From an optimization exercise on the open Yosys and OpenROAD flow, aimed at small area; shortcuts taken in it are not production practice. The RTL was checked by simulation tests, not by an equivalence proof against the original design. Power is estimated from default activity; no workload was simulated.

## flow/run.sh

```bash
#!/bin/bash
# synth_recipe.tcl (not shown) runs the flow's synth.tcl, then flattens the netlist and writes it again
# the make line also repeats each setting of config.mk as NAME=value (left out here)
make -C /OpenROAD-flow-scripts/flow DESIGN_CONFIG=/design/flow/config.mk WORK_HOME=/design/flow/orfs CLKGATE_MAP_FILE= SYNTH_SCRIPT=/design/flow/synth_recipe.tcl finish
```

## flow/config.mk

```make
export PLATFORM = sky130hd
export DESIGN_NAME = rv_plic_intr_coalesce
export DESIGN_NICKNAME = rv_plic_intr_coalesce
export VERILOG_FILES = /design/flow/design.v
export SDC_FILE = /design/flow/constraint.sdc
export NUM_CORES = 4
export LEC_CHECK = 0
export CAP_MARGIN = 20
export CORE_MARGIN = 2
export CORE_UTILIZATION = 40
export SLEW_MARGIN = 20
```

## flow/constraint.sdc

```tcl
create_clock -name core_clock -period 5.0 [get_ports {clk_i}]
set_input_delay 1.0000 -clock core_clock [delete_from_list [all_inputs] [get_ports {clk_i}]]
set_output_delay 1.0000 -clock core_clock [all_outputs]
set_load 0.01 [all_outputs]
```

## flow/design.v

```verilog
package rv_plic_intr_coalesce_pkg;
   typedef enum logic [1:0] {
      CoalIdle  = 2'd0,
      CoalAccum = 2'd1,
      CoalFire  = 2'd2
   } coal_state_e;
   localparam int unsigned CoalCntWDef = 8;
   localparam int unsigned CoalTmrWDef = 16;
endpackage
module rv_plic_intr_coalesce_chan
#(
   parameter int unsigned CntW = rv_plic_intr_coalesce_pkg::CoalCntWDef,
   parameter int unsigned TmrW = rv_plic_intr_coalesce_pkg::CoalTmrWDef
) (
   input  logic            i_clk,
   input  logic            i_rst,
   input  logic            i_evt,
   input  logic            i_en,
   input  logic [CntW-1:0] i_thresh,
   input  logic [TmrW-1:0] i_timeout,
   input  logic            i_clr,
   output logic            o_intr,
   output logic            o_ovf
);
   localparam logic [CntW-1:0] CntMax = '1;
   localparam logic [TmrW-1:0] TmrMax = '1;
   function automatic logic [CntW-1:0] cnt_sat_inc(input logic [CntW-1:0] v);
      cnt_sat_inc = (v == CntMax) ? v : v + CntW'(1);
   endfunction
   function automatic logic [TmrW-1:0] tmr_sat_inc(input logic [TmrW-1:0] v);
      tmr_sat_inc = (v == TmrMax) ? v : v + TmrW'(1);
   endfunction
   logic            r_evt_q;
   rv_plic_intr_coalesce_pkg::coal_state_e     r_state;
   logic [CntW-1:0] r_cnt;
   logic [TmrW-1:0] r_tmr;
   logic            r_ovf;
   rv_plic_intr_coalesce_pkg::coal_state_e     w_state_n;
   logic [CntW-1:0] w_cnt_n;
   logic [TmrW-1:0] w_tmr_n;
   logic            w_ovf_n;
   logic            w_edge;
   logic            w_first_fire;
   logic            w_tmr_hit;
   logic [CntW-1:0] w_cnt_acc;
   assign w_edge = i_evt & ~r_evt_q;
   assign w_first_fire = (i_thresh <= CntW'(1));
   assign w_tmr_hit = (i_timeout != '0) &&
                      (({1'b0, r_tmr} + (TmrW+1)'(1)) == {1'b0, i_timeout});
   assign w_cnt_acc = w_edge ? cnt_sat_inc(r_cnt) : r_cnt;
   always_ff @(posedge i_clk) begin
      if (i_rst) begin
         r_evt_q <= 1'b0;
         r_state <= rv_plic_intr_coalesce_pkg::CoalIdle;
         r_cnt   <= '0;
         r_tmr   <= '0;
         r_ovf   <= 1'b0;
      end else begin
         r_evt_q <= i_evt;
         r_state <= w_state_n;
         r_cnt   <= w_cnt_n;
         r_tmr   <= w_tmr_n;
         r_ovf   <= w_ovf_n;
      end
   end
   always_comb begin
      w_state_n = r_state;
      w_cnt_n   = r_cnt;
      w_tmr_n   = r_tmr;
      w_ovf_n   = r_ovf;
      if (!i_en) begin
         w_state_n = rv_plic_intr_coalesce_pkg::CoalIdle;
         w_cnt_n   = '0;
         w_tmr_n   = '0;
         w_ovf_n   = 1'b0;
      end else begin
         unique case (r_state)
            rv_plic_intr_coalesce_pkg::CoalIdle: begin
               if (w_edge) begin
                  w_cnt_n   = CntW'(1);
                  w_tmr_n   = '0;
                  w_state_n = w_first_fire ? rv_plic_intr_coalesce_pkg::CoalFire : rv_plic_intr_coalesce_pkg::CoalAccum;
               end
            end
            rv_plic_intr_coalesce_pkg::CoalAccum: begin
               w_cnt_n = w_cnt_acc;
               w_tmr_n = tmr_sat_inc(r_tmr);
               if ((w_cnt_acc >= i_thresh) || w_tmr_hit) begin
                  w_state_n = rv_plic_intr_coalesce_pkg::CoalFire;
               end
            end
            rv_plic_intr_coalesce_pkg::CoalFire: begin
               if (i_clr) begin
                  w_ovf_n = 1'b0;
                  if (w_edge) begin
                     w_cnt_n   = CntW'(1);
                     w_tmr_n   = '0;
                     w_state_n = w_first_fire ? rv_plic_intr_coalesce_pkg::CoalFire : rv_plic_intr_coalesce_pkg::CoalAccum;
                  end else begin
                     w_cnt_n   = '0;
                     w_tmr_n   = '0;
                     w_state_n = rv_plic_intr_coalesce_pkg::CoalIdle;
                  end
               end else if (w_edge) begin
                  if (r_cnt == CntMax) begin
                     w_ovf_n = 1'b1;
                  end else begin
                     w_cnt_n = r_cnt + CntW'(1);
                  end
               end
            end
            default: begin
               w_state_n = rv_plic_intr_coalesce_pkg::CoalIdle;
               w_cnt_n   = '0;
               w_tmr_n   = '0;
               w_ovf_n   = 1'b0;
            end
         endcase
      end
   end
   assign o_intr = (r_state == rv_plic_intr_coalesce_pkg::CoalFire);
   assign o_ovf  = r_ovf;
endmodule
module rv_plic_intr_coalesce
#(
   parameter int unsigned NumSrc = 32,
   parameter int unsigned CntW   = rv_plic_intr_coalesce_pkg::CoalCntWDef,
   parameter int unsigned TmrW   = rv_plic_intr_coalesce_pkg::CoalTmrWDef
) (
   input  logic              clk_i,
   input  logic              rst_i,
   input  logic [NumSrc-1:0] evt_i,
   input  logic [NumSrc-1:0] en_i,
   input  logic [CntW-1:0]   thresh_i,
   input  logic [TmrW-1:0]   timeout_i,
   input  logic [NumSrc-1:0] clr_i,
   output logic [NumSrc-1:0] intr_src_o,
   output logic [NumSrc-1:0] ovf_o
);
   logic [NumSrc-1:0] w_evt;
   assign w_evt = evt_i;
   for (genvar g = 0; g < NumSrc; g++) begin : g_chan
      rv_plic_intr_coalesce_chan #(
         .CntW (CntW),
         .TmrW (TmrW)
      ) u_chan (
         .i_clk     (clk_i),
         .i_rst     (rst_i),
         .i_evt     (w_evt[g]),
         .i_en      (en_i[g]),
         .i_thresh  (thresh_i),
         .i_timeout (timeout_i),
         .i_clr     (clr_i[g]),
         .o_intr    (intr_src_o[g]),
         .o_ovf     (ovf_o[g])
      );
   end
endmodule
```

==> summary.md, run 1 <==
| Metric | Value |
|---|---|
| Status | `timing/DRC/antenna clean` |
| Maximum number of pins on one net before global-route repair | `56` |
| First-pass GRT wire length | `between 300000 and 400000 microns` |
| Hold Slack | `about 480 ps` |
| Synthesized flop and latch total | `roughly 900` |
| Hold buffer count at CTS | `0` |
| Drt drc | `0` |
| Most common library cells after synthesis | `nor2_1 (1036), dfxtp_1 (896), a21oi_1 (767), xnor2_1 (601), o21ai_0 (577)` |
| Total power | `roughly 0.018 W` |
| DR WL/cell | `19.3 microns` |
| Max Root-Sink Buffers | `3` |
| Number of CTS-inserted buffers | `112` |
| DRT antenna net count | `0` |
| Hold Crit Class | `flip-flop to flip-flop` |
| Share of cells above drive strength 1 | `roughly 5%` |
| Core area | `0.163 sq mm` |
| Worst-Skew Late Latency | `760 ps` |
| Starting Density | `40.3%` |
| CTS clk-pin slew, worst paths | `60 ps` |
| WHS Endpoint | `g_chan[17].u_chan.r_ovf` |
| Routed vias/inst | `5.93` |
| Crit Path Max Fanout | `5` |
| Clk_skew | `45.3 ps` |
| Worst EP required | `roughly 5600 ps` |
| DIE WIDTH | `~410 microns` |
| Post-synth top area cell | `dfxtp_1` |
| CTS tree | `built` |
| Pins Over Slew Limit | `0` |
| Mapped cell area | `0.0657 sq mm` |
| Number of fill cells in the layout | `between 15k and 20k` |
| WP data arrival | `~4400 ps` |
| Area contributors post-synth | `dfxtp_1 (27%), xnor2_1 (8.0%), ha_1 (6.1%)` |
| Peak supply drop | `305 uV` |
| RSZ-0062 raised after global routing | `false` |
| Seq/Total Area, Yosys | `27.3%` |
| Crit path launch type | `input pin` |
| Most frequent cell after synthesis | `nor2_1` |
| IO Count | `186` |
| Top_reg_cell synth | `dfxtp_1` |
| Chip height | `409 microns` |
| Root buffer cell | `clkbuf_16` |
| Avg Synthesized Cell Area | `7.51 sq um` |
| Max-cap viol count | `0` |
| Final Hold Vio Count | `0` |
| RR Endpoint | `g_chan[14].u_chan.r_state[1]` |
| Vias | `64.4k` |
| Gpl congestion | `0.893` |
| H-tree depth | `3` |
| DRT iter0 DRCs | `a little over 5k` |
| Row cnt | `148` |
| Pwr dens | `250 mW/mm^2` |
| Final setup TNS | `0 ps` |
| Hold path depth | `2` |
| Final setup fails | `0` |
| Slew margin rel. | `about a quarter` |
| Worst Reg-to-Reg Cells | `13` |
| Post-Syn Nets | `9183` |
| Count of input and output buffers | `185` |
| Clk sinks | `896` |
| R2R Setup Slk | `around 1500 ps` |
| Number of synthesized flops with an enable pin | `0` |
| Ys Warns | `1` |
| Post-Synthesis Cells | `8741` |
| Crit end category | `flip-flop` |
| Leak | `25.4 nW` |
| HPWL after detailed placement | `~140000 microns` |
| Pre-antenna DRT Iters | `6` |
| Synth top area share | `a little over a quarter` |
| Max Fclk | `0.267 GHz` |
| CTS resizes | `0` |
| Worst reg2reg startpoint | `g_chan[14].u_chan.r_cnt[0]` |
| Post-CTS Setup Inserts | `0` |
| Hold_sp | `g_chan[17].u_chan.r_ovf` |
| Fraction of registers with async set/reset | `0%` |
| GRT Total Usage | `23.9%` |
| WS Path Type | `input pin to flip-flop` |
| Finished Cell Area | `0.0726 sq mm` |
| Die footprint | `0.167 sq mm` |
| Layout area overhead | `10.5%` |
| Grt ovf | `0` |
| Total placed instance area | `0.0686 sq mm` |
| Tightest Pin Transition | `about 1100 ps` |
| Total Wirelength | `210000 microns` |
| Final Cycle Share | `74.9%` |
| Vias in the first global route | `59.8k` |
| Final Core Density | `44.6%` |
| Post-layout nets | `9039` |
| Synth unique cells | `100` |
| Initial antenna violation count | `4` |
| Post-route minimum period | `about 3700 ps` |
==> critical path: stages <==
cell and delay, ps:
clkdlybuf4s50_1 520, nor2b_1 340, o21ai_1 260, xor2_1 280, ha_1 270, nand2b_1 150
a21oi_1 180, nor2b_1 60, o21ai_0 180, a21oi_1 90, a2111oi_0 500, o32ai_1 230
o2111a_1 290
==> logic make-up (layout without fill, tap and decap cells) <==
family / count (synthesis) / after routing / share of synthesized area (%)
mux: 77 / 77 / 1.26
compound gates: 2254 / 2254 / 20.6
xor+xnor: 899 / 899 / 12.0
fa+ha+maj: 321 / 321 / 6.11
other cells: 0 / 1 / 0
simple gates: 3640 / 3640 / 28.4
buf+inv: 654 / 603 / 4.34
flops: 896 / 896 / 27.3
==> cell type report <==
| class | instances | area, sq um | area share, % |
|---|---|---|---|
| flip-flops and latches | 896 | 17900 | 24.7 |
| diodes | 1 | 2.50 | 0.00345 |
| repair buffers | 284 | 2680 | 3.69 |
| well taps | 2175 | 2720 | 3.75 |
| inverters | 112 | 430 | 0.593 |
| clock inverters | 37 | 520 | 0.717 |
| clock buffers | 170 | 3390 | 4.67 |
| multi-input cells | 7191 | 44900 | 61.9 |
==> placed cells by master, fill, tap and decap left out, drive strengths merged, types with 78 or more instances in the layout <==
| cell type | count |
|---|---|
| a21o | 78 |
| nand2b | 135 |
| ha | 320 |
| a31oi | 117 |
| nand3b | 83 |
| buf | 117 |
| nand2 | 553 |
| xnor2 | 601 |
| clkdlybuf4s50 | 167 |
| nand3 | 379 |
| o21ai | 642 |
| xor2 | 297 |
| nor2 | 1037 |
| a21oi | 769 |
| nor2b | 178 |
| nand4 | 191 |
| inv | 103 |
| dfxtp | 896 |
| clkbuf | 170 |
| or3 | 198 |
| and3 | 181 |
| a22oi | 234 |
| nor4 | 111 |
| nor3 | 262 |
==> per-layer routing <==
layer  global-route usage, %  routed length (microns)  up-vias  part of all wire [%]
li1                        -                        -    31290                     -
met1                    32.1                    94700    30864                    45
met2                    39.4                    95700     1857                    46
met3                    3.32                    12500      385                   6.0
met4                    7.89                     6860        4                   3.3
met5                       0                       28        -                 0.013
==> per-stage QoR <==
stage / cells / setup slack (ps)
final: 10866 / 1250
after global routing: 10865 / 1090
after CTS: 10862 / 1320
after detailed placement: 10655 / 563
after global placement: 10654 / 711
after floorplan: 8741 / 1540
==> worst max-delay path by stage <==
stage              start                           end  slack, ps  cells after the start
2_1_floorplan  evt_i[31]  g_chan[31].u_chan.r_state[1]       1540                     12
3_3_place_gp   evt_i[14]  g_chan[14].u_chan.r_state[1]        710                     13
3_5_place_dp   evt_i[14]  g_chan[14].u_chan.r_state[1]        560                     13
4_1_cts        evt_i[14]  g_chan[14].u_chan.r_state[1]       1320                     13
5_1_grt        evt_i[14]  g_chan[14].u_chan.r_state[1]       1090                     13
6_report       evt_i[14]  g_chan[14].u_chan.r_state[1]       1250                     13
==> power by group <==
part | internal, W | total (W) | switching [W]
Combinational | 0.000756 | 0.00224 | 0.00149
Clock | 0.00513 | 0.00862 | 0.00348
Sequential | 0.00719 | 0.00728 | 0.0000876
==> flip-flops by register name (all words and copies together), names as in the netlist <==
register	cells
g_chan.u_chan.r_cnt	256
g_chan.u_chan.r_evt_q	32
g_chan.u_chan.r_ovf	32
g_chan.u_chan.r_state	64
g_chan.u_chan.r_tmr	512
==> inputs of run 2 (changes only) <==
==> flow/design.v (replaced) <==
package rv_plic_intr_coalesce_pkg;
   localparam int unsigned CoalCntWDef = 8;
   localparam int unsigned CoalTmrWDef = 16;
endpackage
module rv_plic_intr_coalesce_chan (
   input  logic        i_clk,
   input  logic        i_rst,
   input  logic        i_evt,
   input  logic        i_en,
   input  logic        i_clr,
   input  logic [7:0]  i_thresh,
   input  logic        i_th_le1,     
   input  logic        i_to_nz,      
   input  logic [16:0] i_time_n,     
   input  logic [16:0] i_tmr_match,  
   input  logic [1:0]  i_time_hi,    
   output logic        o_intr,
   output logic        o_ovf
);
   logic        r_evt_q;
   logic        r_fire;
   logic [7:0]  r_cnt;
   logic [16:0] r_start;
   logic        w_edge;
   logic        w_cnt_nz;
   logic        w_accum;
   logic        w_kill;
   logic        w_tmr_sat;
   logic        w_tmr_hit;
   logic [7:0]  w_acc;
   assign w_edge    = i_evt & ~r_evt_q;
   assign w_cnt_nz  = |r_cnt;
   assign w_accum   = ~r_fire & w_cnt_nz;
   assign w_kill    = i_rst | ~i_en;
   assign w_tmr_sat = (r_start[16:15] == i_time_hi);
   assign w_tmr_hit = i_to_nz & (r_start == i_tmr_match);
   assign w_acc = r_cnt + {7'd0, w_edge & ~(r_fire & ~w_cnt_nz)};
   always_ff @(posedge i_clk) begin
      if (!w_accum || w_tmr_sat) begin
         r_start <= {i_time_n[16] ^ w_accum, i_time_n[15:0]};
      end
   end
   always_ff @(posedge i_clk) begin
      r_evt_q <= ~i_rst & i_evt;
      if (w_kill) begin
         r_fire <= 1'b0;
         r_cnt  <= 8'd0;
      end else if (r_fire) begin
         if (i_clr) begin
            r_cnt  <= {7'd0, w_edge};
            r_fire <= w_edge & i_th_le1;
         end else begin
            r_cnt  <= w_acc;
         end
      end else begin
         r_cnt  <= w_acc;
         r_fire <= w_cnt_nz ? ((w_acc >= i_thresh) | (w_tmr_hit))
                            : (w_edge & i_th_le1);
      end
   end
   assign o_intr = r_fire;
   assign o_ovf  = r_fire & ~w_cnt_nz;
endmodule
module rv_plic_intr_coalesce
#(
   parameter int unsigned NumSrc = 32,
   parameter int unsigned CntW   = rv_plic_intr_coalesce_pkg::CoalCntWDef,
   parameter int unsigned TmrW   = rv_plic_intr_coalesce_pkg::CoalTmrWDef
) (
   input  logic              clk_i,
   input  logic              rst_i,
   input  logic [NumSrc-1:0] evt_i,
   input  logic [NumSrc-1:0] en_i,
   input  logic [CntW-1:0]   thresh_i,
   input  logic [TmrW-1:0]   timeout_i,
   input  logic [NumSrc-1:0] clr_i,
   output logic [NumSrc-1:0] intr_src_o,
   output logic [NumSrc-1:0] ovf_o
);
   logic [TmrW:0] r_time;
   logic [TmrW:0] w_time_n;
   logic [TmrW:0] w_tmr_match;
   logic [1:0]    w_time_hi;
   assign w_time_n = r_time + 1'b1;
   always_ff @(posedge clk_i) begin
      if (rst_i) r_time <= '0;
      else       r_time <= w_time_n;
   end
   logic w_th_le1;
   logic w_to_nz;
   assign w_th_le1    = ~|thresh_i[CntW-1:1];
   assign w_to_nz     = |timeout_i;
   assign w_tmr_match = w_time_n - {1'b0, timeout_i};
   assign w_time_hi   = r_time[TmrW:TmrW-1] + 2'd1;
   for (genvar g = 0; g < NumSrc; g++) begin : g_chan
      rv_plic_intr_coalesce_chan u_chan (
         .i_clk       (clk_i),
         .i_rst       (rst_i),
         .i_evt       (evt_i[g]),
         .i_en        (en_i[g]),
         .i_clr       (clr_i[g]),
         .i_thresh    (thresh_i),
         .i_th_le1    (w_th_le1),
         .i_to_nz     (w_to_nz),
         .i_time_n    (w_time_n),
         .i_tmr_match (w_tmr_match),
         .i_time_hi   (w_time_hi),
         .o_intr      (intr_src_o[g]),
         .o_ovf       (ovf_o[g])
      );
   end
endmodule
==> run 2 against run 1 <==
Effect of this change: utilization rose by 2.2 points; global-route usage fell by 3.5 points; largest power group is now registers; non-clock buffer count rose by 64; clock skew fell by 24 ps; die area fell by 27%; first-iteration DRC count fell by 60%; fmax fell by 19%; count of clock-buffer cells in the layout fell by 45; setup slack got worse by 890 ps; wire length fell by 40%; still clean on timing, DRC and antenna.
==> summary.md, run 2 <==
| Metric | Value |
|---|---|
| DIE WIDTH | `349 microns` |
| Ys Warns | `2` |
| Most frequent cells in the layout | `edfxtp_1 (544), xnor2_1 (494), ha_1 (335), dfxtp_1 (335), nor2_1 (328)` |
| DRT iter0 DRCs | `2048` |
| Post-Synthesis Cells | `4376` |
| WS Path Type | `flip-flop to flip-flop` |
| Max Fclk | `0.216 GHz` |
| Maximum number of pins on one net before global-route repair | `43` |
| RSZ-0062 raised after global routing | `false` |
| Final Cycle Share | `between 90% and 100%` |
| Drt drc | `0` |
| Area contributors post-synth | `edfxtp_1 (34%), dfxtp_1 (14%), xnor2_1 (9.2%)` |
| Pins Over Slew Limit | `0` |
| Post-route minimum period | `4640 ps` |
| Number of fill cells in the layout | `10.7k` |
| Worst EP required | `5560 ps` |
| Vias | `32.9k` |
| Fraction of registers with async set/reset | `0%` |
| Multi-input gate area | `between 0.02 and 0.025 sq mm` |
| Clk sinks | `between 800 and 900` |
| Final setup TNS | `0 ps` |
| Avg Synthesized Cell Area | `roughly 11 sq um` |
| Pre-antenna DRT Iters | `5` |
| Post-synth top area cell | `edfxtp_1` |
| Most used cell, CP | `nand3_1` |
| Grt ovf | `0` |
| Max stage delay on crit path | `720 ps` |
| Final Hold Vio Count | `0` |
| Largest registers | `g_chan.u_chan.r_start x544, g_chan.u_chan.r_cnt x256` |
| Total Wirelength | `~130000 microns` |
| Max Root-Sink Buffers | `3` |
| Top_reg_cell synth | `edfxtp_1` |
| Crit-path cells | `nand3_1 -> nor2_1 -> nand3_1 -> nor2_1 -> xor2_4 -> ha_1 -> nand4_1 -> o221ai_1 -> a31oi_2 -> xnor2_2 -> xor2_1 -> nor4_1 -> nand3_1 -> or4_1 -> o41ai_2` |
| Root buffer cell | `clkbuf_16` |
| Seq/Total Area, Yosys | `48.4%` |
| Synth unique cells | `76` |
| Hold Crit Class | `flip-flop to flip-flop` |
| Clk_skew | `roughly 21 ps` |
| First-pass GRT wire length | `193000 microns` |
| Number of synthesized flops with an enable pin | `544` |
| Chip height | `349 microns` |
| Post-Syn Nets | `4836` |
| Routed vias/inst | `about 5.3` |
| Commonest non-fill, non-tap cell in the layout | `edfxtp_1` |
| Most common library cells after synthesis | `edfxtp_1 (544), xnor2_1 (502), dfxtp_1 (337), ha_1 (337), nor2_1 (328)` |
| Gpl congestion | `0.846` |
| Crit path launch type | `flip-flop` |
| Max reg flops | `544` |
| WP data arrival | `~5200 ps` |
| Storage cell area | `about 0.023 sq mm` |
| Status | `timing/DRC/antenna clean` |
| Crit end category | `flip-flop` |
| Synthesized flop and latch total | `881` |
| Vias in the first global route | `~33k` |
| Most frequent cell after synthesis | `edfxtp_1` |
| Peak supply drop | `272 uV` |
| GRT Total Usage | `20.5%` |
| Count of input and output buffers | `185` |
| Max-cap viol count | `0` |
| Initial antenna violation count | `5` |
| IO Count | `about 190` |
| Die footprint | `between 0.1 and 0.15 sq mm` |
| DR WL/cell | `just over 20 microns` |
| H-tree depth | `3` |
| Layout area overhead | `15.8%` |
| Tightest Pin Transition | `approximately 940 ps` |
| Leak | `23.0 nW` |
| Number of CTS-inserted buffers | `94` |
| Core area | `around 0.12 sq mm` |
| DRT antenna net count | `0` |
| Post-CTS Setup Inserts | `0` |
| Row cnt | `126` |
| Slew margin rel. | `35.9%` |
| Final Core Density | `about 47%` |
| Final setup fails | `0` |
| Pwr dens | `between 300 and 400 mW/mm^2` |
| Share of cells above drive strength 1 | `~8%` |
| Starting Density | `40.4%` |
| CP max-delay cell | `xnor2_2` |
| Crit Path Max Fanout | `9` |
| Mapped cell area | `approximately 0.048 sq mm` |
| HPWL after detailed placement | `89600 microns` |
| CTS tree | `built` |
| Most flops, register | `g_chan.u_chan.r_start` |
| Synth top area share | `34.2%` |
| Worst-Skew Late Latency | `670 ps` |
| CTS clk-pin slew, worst paths | `roughly 60 ps` |
| Post-layout nets | `5104` |
run 2: worst max-delay path, delay by kind of cell (launching register included):
| kind | cells | cell delay [ps] |
|---|---|---|
| flip-flops | 1 | 440 |
| AO/OA/AOI/OAI | 3 | 610 |
| XOR/XNOR | 3 | 970 |
| AND/OR/NAND/NOR | 8 | 2010 |
| adder cells (fa/ha/maj) | 1 | 500 |
run 2: area by class of cell:
class / instances / area share (%)
clock buffers: 125 / 4.67
diodes: 1 / 0.00453
flip-flops and latches: 881 / 41.8
well taps: 1536 / 3.48
inverters: 78 / 0.530
multi-input cells: 3241 / 42.7
clock inverters: 52 / 1.11
repair buffers: 348 / 5.73
run 2: what timing repair did:
action | 4_1_cts | 5_1_grt
hold buffers | 0 | 0
endpoints found under the setup margin | 0 | 2
resized for setup | 0 | 2
endpoints found under the hold margin | 0 | 0
run 2: worst paths after layout:
kind | startpoint | endpoint | slack [ps] | cells after the start
setup reg to reg | r_time[4] | g_chan[0].u_chan.r_fire | 360 | 15
hold reg to reg | r_time[0] | r_time[0] | 520 | 1
hold / removal | r_time[0] | r_time[0] | 520 | 1
setup / recovery | r_time[4] | g_chan[0].u_chan.r_fire | 360 | 15
run 2: metal layers:
metal	GRT usage (%)	wire [microns]
met3	2.20	5070
met5	0	54
met2	33.8	58600
met1	28.3	59500
met4	5.96	3060
run 2: cell families (layout without fill, tap and decap cells):
family | Yosys count | count (layout) | synth area share (%)
simple gates | 1547 | 1547 | 16.8
flops | 881 | 881 | 48.4
xor+xnor | 794 | 794 | 14.8
compound gates | 539 | 539 | 7.87
fa+ha+maj | 338 | 338 | 8.88
buf+inv | 254 | 603 | 2.83
mux | 23 | 23 | 0.498
other cells | 0 | 1 | 0
run 2: through the flow:
step	setup slack (ps)	total power [W]	instance area, sq um	instances	hold WS [ps]
6_report	360	0.0180	55300	6262	518
5_1_grt	2.93	0.0187	55300	6262	543
4_1_cts	290	0.0182	55200	6261	517
3_5_place_dp	15.2	0.0109	52000	6084	504
3_3_place_gp	56.3	0.0109	52000	6084	499
2_1_floorplan	454	0.0101	47700	4376	456
run 2: power by group:
part           total, W  internal (W)  switching, W
combinational   0.00242       0.00105       0.00137
sequential      0.00836       0.00814      0.000216
clock           0.00724       0.00422       0.00302
==> inputs of run 3 (changes only) <==
--- a/flow/design.v
+++ b/flow/design.v
@@ -10,8 +10,8 @@
    input  logic        i_clr,
-   input  logic [7:0]  i_thresh,
-   input  logic        i_th_le1,     
-   input  logic        i_to_nz,      
-   input  logic [16:0] i_time_n,     
-   input  logic [16:0] i_tmr_match,  
-   input  logic [1:0]  i_time_hi,    
+   input  logic [7:0]  i_thresh_m1_n,  
+   input  logic        i_th_le1,       
+   input  logic        i_th_z,         
+   input  logic [16:0] i_time,         
+   input  logic [16:0] i_tmr_match,    
+   input  logic [1:0]  i_time_hi,      
    output logic        o_intr,
@@ -24,2 +24,3 @@
    logic        w_edge;
+   logic        w_inc;
    logic        w_cnt_nz;
@@ -29,3 +30,5 @@
    logic        w_tmr_hit;
+   logic        w_cnt_hit;
    logic [7:0]  w_acc;
+   logic [8:0]  w_carry;
    assign w_edge    = i_evt & ~r_evt_q;
@@ -35,7 +38,15 @@
    assign w_tmr_sat = (r_start[16:15] == i_time_hi);
-   assign w_tmr_hit = i_to_nz & (r_start == i_tmr_match);
-   assign w_acc = r_cnt + {7'd0, w_edge & ~(r_fire & ~w_cnt_nz)};
+   assign w_tmr_hit = (r_start == i_tmr_match);
+   assign w_inc = w_edge & ~(r_fire & ~w_cnt_nz);
+   assign w_acc = r_cnt + {7'd0, w_inc};
+   assign w_carry[0] = w_inc;
+   for (genvar i = 0; i < 8; i++) begin : g_cmp
+      assign w_carry[i+1] = (r_cnt[i] & i_thresh_m1_n[i]) |
+                            (r_cnt[i] & w_carry[i]) |
+                            (i_thresh_m1_n[i] & w_carry[i]);
+   end
+   assign w_cnt_hit = w_carry[8] | i_th_z;
    always_ff @(posedge i_clk) begin
       if (!w_accum || w_tmr_sat) begin
-         r_start <= {i_time_n[16] ^ w_accum, i_time_n[15:0]};
+         r_start <= {i_time[16] ^ w_accum, i_time[15:0]};
       end
@@ -56,4 +67,3 @@
          r_cnt  <= w_acc;
-         r_fire <= w_cnt_nz ? ((w_acc >= i_thresh) | (w_tmr_hit))
-                            : (w_edge & i_th_le1);
+         r_fire <= w_cnt_nz ? (w_cnt_hit | w_tmr_hit) : (w_edge & i_th_le1);
       end
@@ -80,31 +90,31 @@
    logic [TmrW:0] r_time;
-   logic [TmrW:0] w_time_n;
-   logic [TmrW:0] w_tmr_match;
-   logic [1:0]    w_time_hi;
-   assign w_time_n = r_time + 1'b1;
    always_ff @(posedge clk_i) begin
       if (rst_i) r_time <= '0;
-      else       r_time <= w_time_n;
+      else       r_time <= r_time + 1'b1;
    end
-   logic w_th_le1;
-   logic w_to_nz;
-   assign w_th_le1    = ~|thresh_i[CntW-1:1];
-   assign w_to_nz     = |timeout_i;
-   assign w_tmr_match = w_time_n - {1'b0, timeout_i};
-   assign w_time_hi   = r_time[TmrW:TmrW-1] + 2'd1;
+   logic [TmrW:0]   w_tmr_match;
+   logic [1:0]      w_time_hi;
+   logic [CntW-1:0] w_thresh_m1_n;
+   logic            w_th_le1;
+   logic            w_th_z;
+   assign w_tmr_match   = r_time - {1'b0, timeout_i};
+   assign w_time_hi     = r_time[TmrW:TmrW-1] + 2'd1;
+   assign w_thresh_m1_n = ~(thresh_i - 1'b1);
+   assign w_th_le1      = ~|thresh_i[CntW-1:1];
+   assign w_th_z        = ~|thresh_i;
    for (genvar g = 0; g < NumSrc; g++) begin : g_chan
       rv_plic_intr_coalesce_chan u_chan (
-         .i_clk       (clk_i),
-         .i_rst       (rst_i),
-         .i_evt       (evt_i[g]),
-         .i_en        (en_i[g]),
-         .i_clr       (clr_i[g]),
-         .i_thresh    (thresh_i),
-         .i_th_le1    (w_th_le1),
-         .i_to_nz     (w_to_nz),
-         .i_time_n    (w_time_n),
-         .i_tmr_match (w_tmr_match),
-         .i_time_hi   (w_time_hi),
-         .o_intr      (intr_src_o[g]),
-         .o_ovf       (ovf_o[g])
+         .i_clk         (clk_i),
+         .i_rst         (rst_i),
+         .i_evt         (evt_i[g]),
+         .i_en          (en_i[g]),
+         .i_clr         (clr_i[g]),
+         .i_thresh_m1_n (w_thresh_m1_n),
+         .i_th_le1      (w_th_le1),
+         .i_th_z        (w_th_z),
+         .i_time        (r_time),
+         .i_tmr_match   (w_tmr_match),
+         .i_time_hi     (w_time_hi),
+         .o_intr        (intr_src_o[g]),
+         .o_ovf         (ovf_o[g])
       );
--- a/flow/config.mk
+++ b/flow/config.mk
@@ -10,2 +10,6 @@
 export CORE_UTILIZATION = 40
+export CTS_BUF_LIST = sky130_fd_sc_hd__clkbuf_16
+export CTS_CLUSTER_DIAMETER = 100
+export CTS_CLUSTER_SIZE = 24
 export SLEW_MARGIN = 20
+export SYNTH_HIERARCHICAL = 1
==> run 3 against run 2 <==
Effect of this change: sequential power decreased by 0.6%; non-clock buffer count down 50; sequential cell count is the same; final cell count shrank 7.4%; still clean; clock power fell by 45%; global-route usage fell by 0.73 points; critical endpoint is now g_chan[11].u_chan.r_fire.
==> summary.md, run 3 <==
| Metric | Value |
|---|---|
| Grt ovf | `0` |
| Status | `timing/DRC/antenna clean` |
| Max-cap viol count | `0` |
| Crit path launch type | `input pin` |
| Crit end category | `flip-flop` |
| Row cnt | `122` |
| Initial antenna violation count | `0` |
| Avg Synthesized Cell Area | `11.1 sq um` |
| Commonest non-fill, non-tap cell in the layout | `xor2_1` |
| CTS clk-pin slew, worst paths | `100 ps` |
| Top_reg_cell synth | `edfxtp_1` |
| Ys Warns | `8` |
| Antenna diodes | `0` |
| GRT Total Usage | `19.7%` |
| Final setup TNS | `0 ps` |
| Area contributors post-synth | `edfxtp_1 (37%), dfxtp_1 (15%), xor2_1 (12%)` |
| Pwr dens | `283 mW/mm^2` |
| WP buf/inv | `4` |
| Post-synth top area cell | `edfxtp_1` |
| Post-CTS Setup Inserts | `0` |
| Leak | `19.5 nW` |
| Hold Crit Class | `flip-flop to flip-flop` |
| Core area | `around 0.11 sq mm` |
| Vias | `30.9k` |
| Die footprint | `~0.11 sq mm` |
| Total power | `0.0144 W` |
| Setup WS pre-CTS | `-52.8 ps` |
| Seq/Total Area, Yosys | `a little over half` |
| Chip height | `337 microns` |
| CP max-delay cell | `clkdlybuf4s50_1` |
| Post-Syn Nets | `4210` |
| Slew margin rel. | `34.4%` |
| Starting Density | `40.2%` |
| Most common library cells after synthesis | `xor2_1 (596), edfxtp_1 (544), nor2_1 (410), dfxtp_1 (337), xnor2_1 (271)` |
| H-tree depth | `2` |
| DR WL/cell | `around 19 microns` |
| Pins Over Slew Limit | `0` |
| Final Hold Vio Count | `0` |
| Number of CTS-inserted buffers | `43` |
| Final Cycle Share | `just under 90%` |
| Root buffer cell | `clkbuf_16` |
| Layout area overhead | `14.5%` |
| Synth top area share | `36.8%` |
| Total Wirelength | `113000 microns` |
| Fraction of registers with async set/reset | `0%` |
| DRT antenna net count | `0` |
| Layout Cells excl Fill | `5799` |
| First-pass GRT wire length | `roughly 180000 microns` |
| Tightest Pin Transition | `983 ps` |
| Synth unique cells | `51` |
| Crit-path cells | `clkdlybuf4s50_1 -> inv_1 -> ha_1 -> nor2b_1 -> o2111ai_1 -> buf_4 -> a2111oi_2 -> nor3_1 -> nor3b_4 -> buf_12 -> xor2_1 -> nor4_1 -> nand3_1 -> nor4_1 -> nor4_1 -> a221oi_2` |
| RSZ-0062 raised after global routing | `false` |
| Synthesized flop and latch total | `881` |
| Vias in the first global route | `a little over 30k` |
| Maximum number of pins on one net before global-route repair | `97` |
| Max Fclk | `0.224 GHz` |
| Routed vias/inst | `5.33` |
| Gpl congestion | `0.838` |
| Most frequent cells in the layout | `xor2_1 (588), edfxtp_1 (544), nor2_1 (408), dfxtp_1 (332)` |
| Post-route minimum period | `4460 ps` |
| Largest registers | `g_chan.u_chan.r_start x544, g_chan.u_chan.r_cnt x256` |
| Final WS setup | `between 500 and 600 ps` |
| Post-Place Cells | `5720` |
| Worst EP required | `5550 ps` |
| Clk sinks | `881` |
| Most frequent cell after synthesis | `xor2_1` |
| DIE WIDTH | `337 microns` |
| Total placed instance area | `0.0496 sq mm` |
| Most flops, register | `g_chan.u_chan.r_start` |
| Pre-antenna DRT Iters | `5` |
| HPWL after detailed placement | `71700 microns` |
| Cell family with most CP delay | `simple AND/OR/NAND/NOR gates` |
| Count of input and output buffers | `185` |
| Max reg flops | `544` |
| DRT iter0 DRCs | `2192` |
| Peak supply drop | `around 220 uV` |
| Finished Cell Area | `roughly 0.05 sq mm` |
| Post-layout nets | `roughly 4.5k` |
| CTS tree | `built` |
| Most used cell, CP | `nor4_1` |
| IO Count | `186` |
| Drt drc | `0` |
| Clk_skew | `23.1 ps` |
| WS Path Type | `input pin to flip-flop` |
| CTS resizes | `0` |
| Post-Synthesis Cells | `4004` |
| Hold buffer count at CTS | `0` |
| Worst-Skew Late Latency | `630 ps` |
| Max Root-Sink Buffers | `3` |
| Final setup fails | `0` |
| Number of synthesized flops with an enable pin | `544` |
| Crit Path Max Fanout | `15` |
| Share of cells above drive strength 1 | `a little over a tenth` |
| Mapped cell area | `0.0444 sq mm` |
| Max stage delay on crit path | `670 ps` |
| WP data arrival | `5010 ps` |
## run 3: power breakdown
group	switching (W)	total [W]	internal [W]	leakage, nW
Sequential	0.000201	0.00831	0.00811	9.12
Combinational	0.00122	0.00211	0.000886	9.64
Clock	0.00233	0.00399	0.00166	0.728
Total	0.00376	0.0144	0.0107	19.5
## run 3: logic make-up (layout without fill, tap and decap cells)
group           count (synthesis)  count (layout)  share of synthesized area (%)
compound gates                551             551                           9.75
fa+ha+maj                      84              84                           2.38
buf+inv                       190             497                           1.81
simple gates                 1431            1431                           16.9
xor+xnor                      867             867                           17.1
flops                         881             881                           52.0
## run 3: tightest hold or removal path: stages, from the launching register on
cell and delay, ps:
dfxtp_1 310, nor2b_1 80, nand2_1 90, a221oi_2 50
## run 3: path summary, 6_finish.rpt
check                                                from                  endpoint  slack (ps)  depth (start not counted)
worst min-delay path            g_chan[17].u_chan.r_evt_q  g_chan[17].u_chan.r_fire         560                          3
worst max register to register                  r_time[0]  g_chan[11].u_chan.r_fire        1200                         16
worst min register to register  g_chan[17].u_chan.r_evt_q  g_chan[17].u_chan.r_fire         560                          3
worst max-delay path                         timeout_i[1]  g_chan[11].u_chan.r_fire         540                         16
## run 3: cell type report
cell class,count,area [sq um]
flip-flops and latches,881,23100
repair buffers,298,3030
clock buffers,45,1130
fillers,10117,59500
multi-input cells,2933,21100
clock inverters,34,145
inverters,120,468
well taps,1488,1860
## run 3: modules after synthesis, one instance, submodules excluded
module | cells | flops+latches | area [sq um]
rv_plic_intr_coalesce | 228 | 17 | 1750
rv_plic_intr_coalesce_chan | 118 | 27 | 1330
## run 3: routing by layer
| layer | GRT usage, % | vias up | wire length [microns] |
|---|---|---|---|
| met3 | 2.21 | 142 | 4940 |
| li1 | - | 15006 | - |
| met4 | 4.53 | 0 | 2260 |
| met2 | 33.5 | 687 | 53300 |
| met1 | 26.9 | 15066 | 52300 |
| met5 | 0 | - | 0 |
## run 3: metrics by stage
stage,utilization [%],hold slack [ps]
floorplan,-,515
CTS,46.1,571
finish,46.1,558
detailed placement,44.9,559
global route,46.1,600
global placement,44.9,560
==> inputs of run 4 (changes only) <==
==> flow/flow/run.sh (new file) <==
#!/bin/bash
# Own layout flow: the standard flow (standard.sh) with
#  - an area-oriented ABC script for the combinational logic (synth.tcl),
#  - the smallest buffer on the input and output ports,
#  - CTS without dummy loads, with larger sink clusters of clkbuf_16.
# Each tool's output goes to the ORFS logs under orfs/logs; make's own output
# goes to flow_make.log here.
set -euo pipefail
W=$(pwd)
export OWN_ABC_SCRIPT=$W/flow/area.abc
bash standard.sh \
  SYNTH_SCRIPT=$W/flow/synth.tcl \
  "BUFFER_PORTS_ARGS=-buffer_cell sky130_fd_sc_hd__buf_1" \
  "CTS_ARGS=-sink_clustering_enable -repair_clock_nets -sink_clustering_size 24 -sink_clustering_max_diameter 100 -buf_list sky130_fd_sc_hd__clkbuf_16 -dont_use_dummy_load" \
  finish > $W/flow_make.log 2>&1
==> flow/flow/area.abc (new file) <==
&get -n
&st
&syn2
&dch -f
&nf -a
&st
&syn2
&dch -f
&nf -a
&put
==> flow/flow/synth.tcl (new file) <==
# The standard synthesis script (synth_recipe.tcl), with one change: the
# combinational mapping runs an area-oriented ABC script from this folder
# in place of ORFS's speed script. Registers, their names and cell types
# are those of the standard synthesis.
proc synth {args} { yosys synth -nofsm -noshare {*}$args }
proc abc {args} {
  set i [lsearch -exact $args -script]
  if { $i >= 0 } {
    lset args [expr { $i + 1 }] $::env(OWN_ABC_SCRIPT)
  }
  yosys abc {*}$args
}
source $::env(SCRIPTS_DIR)/synth.tcl
# left out here: clear keep_hierarchy, flatten, clean up, hide names made inside functions, write 1_2_yosys.v
==> flow/standard.sh (new file) <==
#!/bin/bash
# synth_recipe.tcl (not shown) runs the flow's synth.tcl, then flattens the netlist and writes it again
# the make line also repeats each setting of config.mk as NAME=value (left out here)
make -C /OpenROAD-flow-scripts/flow DESIGN_CONFIG=/design/flow/config.mk WORK_HOME=/design/flow/orfs CLKGATE_MAP_FILE= SYNTH_SCRIPT=/design/flow/synth_recipe.tcl "${@:-finish}"
removed: flow/run.sh
==> run 4 against run 3 <==
Effect of this change: wire length down 6.2%; synthesized area down 6.8%; via count down 6.8%; first-iteration DRC count up 1.5%; critical endpoint is now g_chan[18].u_chan.r_fire; largest cell class unchanged.
==> summary.md, run 4 <==
| Metric | Value |
|---|---|
| Most frequent cells in the layout | `edfxtp_1 (544), xnor2_1 (518), nor2_1 (338), dfxtp_1 (333), xor2_1 (323)` |
| Most frequent cell after synthesis | `edfxtp_1` |
| Share of cells above drive strength 1 | `under 10%` |
| CTS tree | `built` |
| Max reg flops | `544` |
| H-tree depth | `2` |
| RSZ-0062 raised after global routing | `false` |
| Final setup fails | `0` |
| Area contributors post-synth | `edfxtp_1 (39%), dfxtp_1 (16%), xnor2_1 (11%)` |
| Core area | `roughly 0.10 sq mm` |
| Worst-Skew Late Latency | `approximately 630 ps` |
| Post-layout nets | `roughly 4.2k` |
| WS Path Type | `input pin to flip-flop` |
| Synth top area share | `39.5%` |
| R2R Setup Slk | `840 ps` |
| CP max-delay cell | `nor4_1` |
| Pwr dens | `309 mW/mm^2` |
| HPWL after detailed placement | `66800 microns` |
| Leak | `about 17 nW` |
| Starting Density | `40.5%` |
| Total Wirelength | `106000 microns` |
| Row cnt | `117` |
| CTS clk-pin slew, worst paths | `~100 ps` |
| Hold Crit Class | `flip-flop to flip-flop` |
| WHS Endpoint | `g_chan[9].u_chan.r_cnt[0]` |
| Die footprint | `between 0.1 and 0.15 sq mm` |
| Post-route minimum period | `4230 ps` |
| Vias | `28.8k` |
| Most common library cells after synthesis | `edfxtp_1 (544), xnor2_1 (532), nor2_1 (340), dfxtp_1 (337), xor2_1 (331)` |
| Hold path depth | `3` |
| Gpl congestion | `0.811` |
| WP data arrival | `4780 ps` |
| Final Cycle Share | `84.6%` |
| Crit path launch type | `input pin` |
| Initial antenna violation count | `4` |
| Final Hold Vio Count | `0` |
| Chip height | `326 microns` |
| First-pass GRT wire length | `between 150000 and 200000 microns` |
| Commonest non-fill, non-tap cell in the layout | `edfxtp_1` |
| Cell family with most CP delay | `compound AO/OA/AOI/OAI gates` |
| GRT Total Usage | `19.5%` |
| Post-Syn Nets | `3819` |
| Grt ovf | `0` |
| Drt drc | `0` |
| Ys Warns | `8` |
| Worst reg2reg startpoint | `r_time[1]` |
| Post-synth top area cell | `edfxtp_1` |
| Tightest Pin Transition | `1090 ps` |
| Clk sinks | `881` |
| Avg Synthesized Cell Area | `approximately 11 sq um` |
| Post-CTS Setup Inserts | `0` |
| CTS resizes | `0` |
| Crit end category | `flip-flop` |
| Max Fclk | `0.236 GHz` |
| DRT antenna net count | `0` |
| Max-cap viol count | `0` |
| Pins Over Slew Limit | `0` |
| Fraction of registers with async set/reset | `0%` |
| Clk_skew | `46.2 ps` |
| Pre-antenna DRT Iters | `5` |
| Vias in the first global route | `27.7k` |
| Crit Path Max Fanout | `24` |
| Max stage delay on crit path | `500 ps` |
| IO Count | `186` |
| Mapped cell area | `between 0.04 and 0.05 sq mm` |
| Routed vias/inst | `5.42` |
| Max Root-Sink Buffers | `3` |
| DIE WIDTH | `between 300 and 400 microns` |
| Number of fill cells in the layout | `9620` |
| Maximum number of pins on one net before global-route repair | `65` |
| Synth unique cells | `36` |
| Final setup TNS | `0 ps` |
| RR Endpoint | `g_chan[18].u_chan.r_fire` |
| Number of CTS-inserted buffers | `43` |
| Synthesized flop and latch total | `between 800 and 900` |
| Seq/Total Area, Yosys | `55.8%` |
| DR WL/cell | `19.9 microns` |
| Worst EP required | `roughly 5600 ps` |
| Status | `timing/DRC/antenna clean` |
| Top_reg_cell synth | `edfxtp_1` |
| Hold_sp | `g_chan[9].u_chan.r_evt_q` |
| WP buf/inv | `2` |
| Peak supply drop | `about 240 uV` |
| DRT iter0 DRCs | `2225` |
| Count of input and output buffers | `185` |
| Crit-path cells | `buf_1 -> ha_4 -> fa_2 -> nor2b_1 -> o21ai_1 -> nand2b_1 -> a31oi_2 -> o21ai_2 -> a311oi_2 -> o21bai_1 -> xor2_4 -> buf_12 -> xnor2_1 -> nand4_1 -> nor4_1 -> a21oi_1 -> a21oi_1 -> o21a_1` |
| Most used cell, CP | `a21oi_1` |
| Number of synthesized flops with an enable pin | `544` |
| Final Core Density | `45.2%` |
| Hold buffer count at CTS | `0` |
| Root buffer cell | `clkbuf_16` |
| Post-Synthesis Cells | `around 3.6k` |
| Layout area overhead | `11.6%` |
| Slew margin rel. | `a little over a quarter` |
| Most flops, register | `g_chan.u_chan.r_start` |
| Largest registers | `g_chan.u_chan.r_start x544, g_chan.u_chan.r_cnt x256` |
| Worst Reg-to-Reg Cells | `18` |
run 4: changes by cell type after synthesis, moves of 96 or more:
| cell | before | now |
|---|---|---|
| a21oi_1 | 73 | 266 |
| and3_1 | 5 | 165 |
| inv_1 | 120 | 0 |
| nor4_1 | 260 | 128 |
| o22ai_1 | 0 | 96 |
| xnor2_1 | 271 | 532 |
| xor2_1 | 596 | 331 |
run 4: routing by layer:
| layer | share of wire [%] | vias up | GRT usage, % |
|---|---|---|---|
| met1 | 47 | 14155 | 27.9 |
| met2 | 46 | 629 | 31.8 |
| met5 | 0.039 | - | 0 |
| met3 | 5.0 | 101 | 2.62 |
| met4 | 1.6 | 6 | 3.57 |
| li1 | - | 13895 | - |
run 4: how the worst max path moves through the flow:
stage | startpoint | to | slack, ps | cells after the start
global placement | timeout_i[0] | g_chan[6].u_chan.r_fire | 250 | 18
global route | timeout_i[0] | g_chan[18].u_chan.r_fire | 530 | 18
CTS | timeout_i[0] | g_chan[15].u_chan.r_fire | 840 | 18
floorplan | r_time[0] | g_chan[0].u_chan.r_fire | -540 | 16
finish | timeout_i[0] | g_chan[18].u_chan.r_fire | 770 | 18
detailed placement | timeout_i[0] | g_chan[15].u_chan.r_fire | 210 | 18
run 4: power breakdown:
group          total, W  internal (W)  switching [W]
registers       0.00848       0.00824       0.000239
clock network   0.00378       0.00154        0.00223
logic           0.00200      0.000811        0.00119
total            0.0143        0.0106        0.00366
run 4: cell families (layout without fill, tap and decap cells):
logic type      count (synthesis)  count (layout)  share of synthesized area (%)
compound gates                677             677                           10.1
xor+xnor                      863             863                           18.3
fa+ha+maj                      84              84                           2.56
buf+inv                        56             385                          0.508
flops                         881             881                           55.8
other cells                     0               1                              0
simple gates                 1052            1052                           12.7
run 4: per-stage QoR:
| step | area (sq um) | hold slack, ps | setup slack, ps | cells | power [W] |
|---|---|---|---|---|---|
| CTS | 46200 | 499 | 844 | 5310 | 0.0144 |
| finish | 46200 | 505 | 771 | 5311 | 0.0143 |
| global route | 46200 | 554 | 531 | 5310 | 0.0149 |
| detailed placement | 45100 | 536 | 206 | 5267 | 0.0107 |
| floorplan | 41500 | 512 | -544 | 3613 | 0.00999 |
| global placement | 45100 | 533 | 251 | 5267 | 0.0106 |
run 4: layout make-up:
class | instances | area, sq um | share of cell area [%]
clock buffer | 43 | 1080 | 2.33
multi-input combinational | 2676 | 18400 | 39.9
sequential | 881 | 23100 | 50.0
tap | 1368 | 1710 | 3.71
timing repair buffer | 286 | 1650 | 3.56
antenna | 1 | 2.50 | 0.00542
inverter | 56 | 215 | 0.466
run 4: Yosys stat by module (local to each module, per instance):
module,cells inside,copies in the design
rv_plic_intr_coalesce,189,1
rv_plic_intr_coalesce_chan,107,32
run 4: worst reg2reg max path: stages (launching register included):
cell and delay (ps):
dfxtp_1 350, buf_4 220, clkinv_1 130, fa_2 410
nor2b_1 140, o21ai_1 80, nand2b_1 200, a31oi_2 170
o21ai_2 180, a311oi_2 190, o21bai_1 370, xor2_4 200
buf_12 260, xnor2_1 170, nand4_1 120, nor4_1 500
a21oi_1 140, a21oi_1 160, o21a_1 110
==> inputs of run 5 (changes only) <==
--- a/flow/flow/run.sh
+++ b/flow/flow/run.sh
@@ -3,2 +3,3 @@
 #  - an area-oriented ABC script for the combinational logic (synth.tcl),
+#    and no separate half/full-adder cell mapping before it,
 #  - the smallest buffer on the input and output ports,
@@ -12,2 +13,3 @@
   SYNTH_SCRIPT=$W/flow/synth.tcl \
+  ADDER_MAP_FILE= \
   "BUFFER_PORTS_ARGS=-buffer_cell sky130_fd_sc_hd__buf_1" \
==> run 5 against run 4 <==
Effect of this change: sequential cell count stayed put; final area is 0.48% lower; largest cell class unchanged; clock skew is 6.1 ps higher; global-route usage is 0.92 points higher; final cell count is 0.41% lower; hold slack better by 27 ps; critical path depth is 1 lower; utilization hardly changed.
==> summary.md, run 5 <==
| Metric | Value |
|---|---|
| Status | `timing/DRC/antenna clean` |
| RR Endpoint | `g_chan[22].u_chan.r_fire` |
| Seq/Total Area, Yosys | `a little under three fifths` |
| CTS tree | `built` |
| Tightest Pin Transition | `1120 ps` |
| WP data arrival | `4780 ps` |
| Gpl congestion | `0.787` |
| WHS Endpoint | `g_chan[31].u_chan.r_cnt[4]` |
| Layout area overhead | `12.1%` |
| Largest registers | `g_chan.u_chan.r_start x544, g_chan.u_chan.r_cnt x256` |
| Root buffer cell | `clkbuf_16` |
| Final setup TNS | `0 ps` |
| Post-Syn Nets | `about 3.7k` |
| DR WL/cell | `between 20 and 25 microns` |
| Clk_skew | `52.3 ps` |
| Switch Pwr | `0.00352 W` |
| Count of input and output buffers | `roughly 190` |
| DRT antenna net count | `0` |
| Sw Ratio | `25.3%` |
| Area contributors post-synth | `edfxtp_1 (40%), dfxtp_1 (16%), xnor2_1 (10%)` |
| Worst-Skew Late Latency | `630 ps` |
| Starting Density | `40.3%` |
| Pwr dens | `303 mW/mm^2` |
| Storage cell area | `0.0231 sq mm` |
| Drt drc | `0` |
| WS Path Type | `input pin to flip-flop` |
| Post-route minimum period | `approximately 4200 ps` |
| Most flops, register | `g_chan.u_chan.r_start` |
| Synthesized flop and latch total | `881` |
| CTS clk-pin slew, worst paths | `90 ps` |
| Comb power frac | `13.2%` |
| Crit-path cells | `buf_1 -> xor2_1 -> a2111oi_1 -> buf_4 -> o21ai_2 -> a311oi_2 -> o211ai_1 -> nand2_1 -> a21boi_0 -> xnor2_4 -> buf_12 -> xnor2_1 -> nand4_1 -> nor4_1 -> a21oi_1 -> a21o_1 -> a22oi_1` |
| Worst reg2reg startpoint | `r_time[2]` |
| Row cnt | `roughly 120` |
| Crit Path Max Fanout | `13` |
| Vias in the first global route | `27.8k` |
| RSZ-0062 raised after global routing | `false` |
| Ys Warns | `8` |
| HPWL after detailed placement | `67000 microns` |
| Leak | `roughly 16 nW` |
| Maximum number of pins on one net before global-route repair | `82` |
| Chip height | `324 microns` |
| Synth unique cells | `40` |
| Final setup fails | `0` |
| Setup WS pre-CTS | `between 100 and 150 ps` |
| Post-synth top area cell | `edfxtp_1` |
| Grt ovf | `0` |
| Post-Synthesis Cells | `3580` |
| Max Fclk | `0.236 GHz` |
| Core area | `0.102 sq mm` |
| CTS resizes | `0` |
| Share of cells above drive strength 1 | `between 4 and 5%` |
| Hold Crit Class | `flip-flop to flip-flop` |
| Total Wirelength | `109000 microns` |
| Max reg flops | `544` |
| Fraction of registers with async set/reset | `0%` |
| Crit end category | `flip-flop` |
| Hold_sp | `g_chan[31].u_chan.r_cnt[4]` |
| Slew margin rel. | `25.3%` |
| Pins Over Slew Limit | `0` |
| Synth top area share | `39.9%` |
| WP buf/inv | `3` |
| Die footprint | `0.105 sq mm` |
| Hold path depth | `2` |
| CP max-delay cell | `a21boi_0` |
| Max-cap viol count | `0` |
| Post-Place Cells | `5244` |
| Avg Synthesized Cell Area | `11.4 sq um` |
| Max Root-Sink Buffers | `3` |
| Final Cycle Share | `84.6%` |
| Final Hold Vio Count | `0` |
| Most frequent cell after synthesis | `edfxtp_1` |
| Worst EP required | `5550 ps` |
| IO Count | `about 190` |
| Number of fill cells in the layout | `9446` |
| Worst Reg-to-Reg Cells | `16` |
| Mapped cell area | `0.0410 sq mm` |
| Peak supply drop | `233 uV` |
| Max stage delay on crit path | `500 ps` |
| Crit path launch type | `input pin` |
| Commonest non-fill, non-tap cell in the layout | `edfxtp_1` |
| Most frequent cells in the layout | `edfxtp_1 (544), xnor2_1 (463), dfxtp_1 (331), xor2_1 (291), a21oi_1 (269)` |
| Vias | `29.3k` |
| Layout Cells excl Fill | `5289` |
| Number of synthesized flops with an enable pin | `544` |
| Cell family with most CP delay | `compound AO/OA/AOI/OAI gates` |
| DIE WIDTH | `324 microns` |
| Seq pwr share | `59.7%` |
| R2R Setup Slk | `790 ps` |
| Final WS setup | `roughly 770 ps` |
| Most common library cells after synthesis | `edfxtp_1 (544), xnor2_1 (477), dfxtp_1 (337), xor2_1 (299), a21oi_1 (269)` |
| Internal Power | `0.0104 W` |
| Multi-input gate area | `~0.018 sq mm` |
| Total power | `between 0.01 and 0.015 W` |
| DRT iter0 DRCs | `2269` |
| Clk sinks | `881` |
| Hold buffer count at CTS | `0` |
| Post-CTS Setup Inserts | `0` |
| Routed vias/inst | `between 5 and 6` |
| First-pass GRT wire length | `roughly 160000 microns` |
| Pre-antenna DRT Iters | `5` |
| Post-layout nets | `4043` |
| H-tree depth | `2` |
| Top_reg_cell synth | `edfxtp_1` |
| Number of CTS-inserted buffers | `43` |
| GRT Total Usage | `20.4%` |
| Clock share of power | `27.1%` |
| Initial antenna violation count | `2` |
==> run 5: cell types whose count changed after synthesis, sizes merged, moves of 35 or more <==
cell,change
nor2,-99
xnor2,-55
a31oi,+35
nor3,+99
ha,-83
and3,-62
nand3,-66
a21o,+55
==> run 5: kinds of logic after synthesis <==
| family | synth area share [%] |
|---|---|
| and+or+nand+nor | 14.7 |
| DFF | 56.3 |
| xor gates and xnor gates | 16.6 |
| AOI/OAI and AO/OA | 11.7 |
| buffers and inverters | 0.650 |
| adders and majority gates | 0.0977 |
==> run 5: worst max path at each step <==
stage                            start  slack (ps)  depth (start not counted)                  endpoint
after floorplan           timeout_i[2]        -300                         13   g_chan[0].u_chan.r_fire
after detailed placement  timeout_i[2]         140                         17  g_chan[22].u_chan.r_fire
final                     timeout_i[2]         770                         17  g_chan[22].u_chan.r_fire
after global placement    timeout_i[2]         270                         17  g_chan[22].u_chan.r_fire
after global routing      timeout_i[3]         530                         17  g_chan[22].u_chan.r_fire
after CTS                    r_time[2]         780                         16  g_chan[22].u_chan.r_fire
==> run 5: worst reg2reg max path, cell delays in order, from the launching register on <==
cell and delay [ps]:
dfxtp_1 340, buf_4 250, nor2b_2 220, maj3_2 330, o21ai_2 190, a311oi_2 130, o211ai_1 320, nand2_1 110
a21boi_0 500, xnor2_4 320, buf_12 260, xnor2_1 130, nand4_1 90, nor4_1 450, a21oi_1 190, a21o_1 200
a22oi_1 160
==> run 5: power by group through the flow <==
| stage | clock network (W) | logic, W | registers, W |
|---|---|---|---|
| 4_1_cts | 0.00388 | 0.00186 | 0.00830 |
| 3_5_place_dp | 0 | 0.00184 | 0.00847 |
| 5_1_grt | 0.00412 | 0.00201 | 0.00835 |
| 2_1_floorplan | 0 | 0.00122 | 0.00845 |
| 6_report | 0.00377 | 0.00184 | 0.00830 |
| 3_3_place_gp | 0 | 0.00182 | 0.00846 |
==> run 5: metal layers <==
| metal | track usage [%] | wire (microns) | vias to the layer above |
|---|---|---|---|
| li1 | - | - | 14029 |
| met1 | 27.3 | 48500 | 14471 |
| met2 | 35.8 | 53600 | 680 |
| met3 | 1.81 | 4730 | 100 |
| met4 | 4.69 | 2040 | 0 |
| met5 | 0 | 0 | - |
==> run 5: cell type report <==
cell class / instances / share of cell area (%)
clock buffers: 43 / 2.34
multi-input cells: 2628 / 39.2
diodes: 2 / 0.0109
flip-flops and latches: 881 / 50.2
inverters: 71 / 0.591
repair buffers: 296 / 3.88
well taps: 1368 / 3.72
==> run 5: per-stage QoR <==
step / cell area, sq um / hold WS (ps) / util [%]
CTS: 46000 / 533 / 45.2
global placement: 44900 / 521 / 44.1
finish: 46000 / 533 / 45.2
floorplan: 41100 / 501 / -
global route: 46000 / 546 / 45.2
detailed placement: 44900 / 522 / 44.1
==> run 5: per-module statistics from Yosys (local to each module, per instance) <==
module | cells | times used | flops+latches | area [sq um]
rv_plic_intr_coalesce | 188 | 1 | 17 | 1430
rv_plic_intr_coalesce_chan | 106 | 32 | 27 | 1240

re-timing with driven ports:
In the flow no input, the clock included, has a driving cell. The finished layouts below were timed again as built, in two steps. Step 1 sets driving cells, clkbuf_16 on the clock port and buf_2 on the other inputs (assumed; they add their load-dependent delay and slew). Step 2, shift: input delay + t, output delay - t, t = (earliest + latest rising clock arrival at the registers) / 2. This alone moves slack from input paths to output paths. Slacks: ideal ports / drivers / drivers and shift; pairs: ideal ports / drivers.
run | t, ns | slack for setup (ns) | clock arrival spread, ns | worst data-port slew with drivers (ns) | pins driven straight from the clock port
run 1 | 0.822 | 1.254 / 1.297 / 0.475 | 0.051 / 0.051 | 0.10 | 1
run 2 | 0.726 | 0.360 / 0.360 / -0.036 | 0.024 / 0.023 | 0.14 | 1
run 3 | 0.685 | 0.540 / 0.573 / -0.113 | 0.030 / 0.031 | 0.06 | 1
run 4 | 0.673 | 0.771 / 0.815 / 0.141 | 0.050 / 0.049 | 0.12 | 1
run 5 | 0.670 | 0.768 / 0.790 / 0.145 | 0.057 / 0.057 | 0.12 | 1
Met with ideal ports but missed after step 2: setup timing in run 2 and run 3. The setup slack of run 1, which loses most, moves by +0.043 ns with the drivers and by -0.779 ns with both steps.
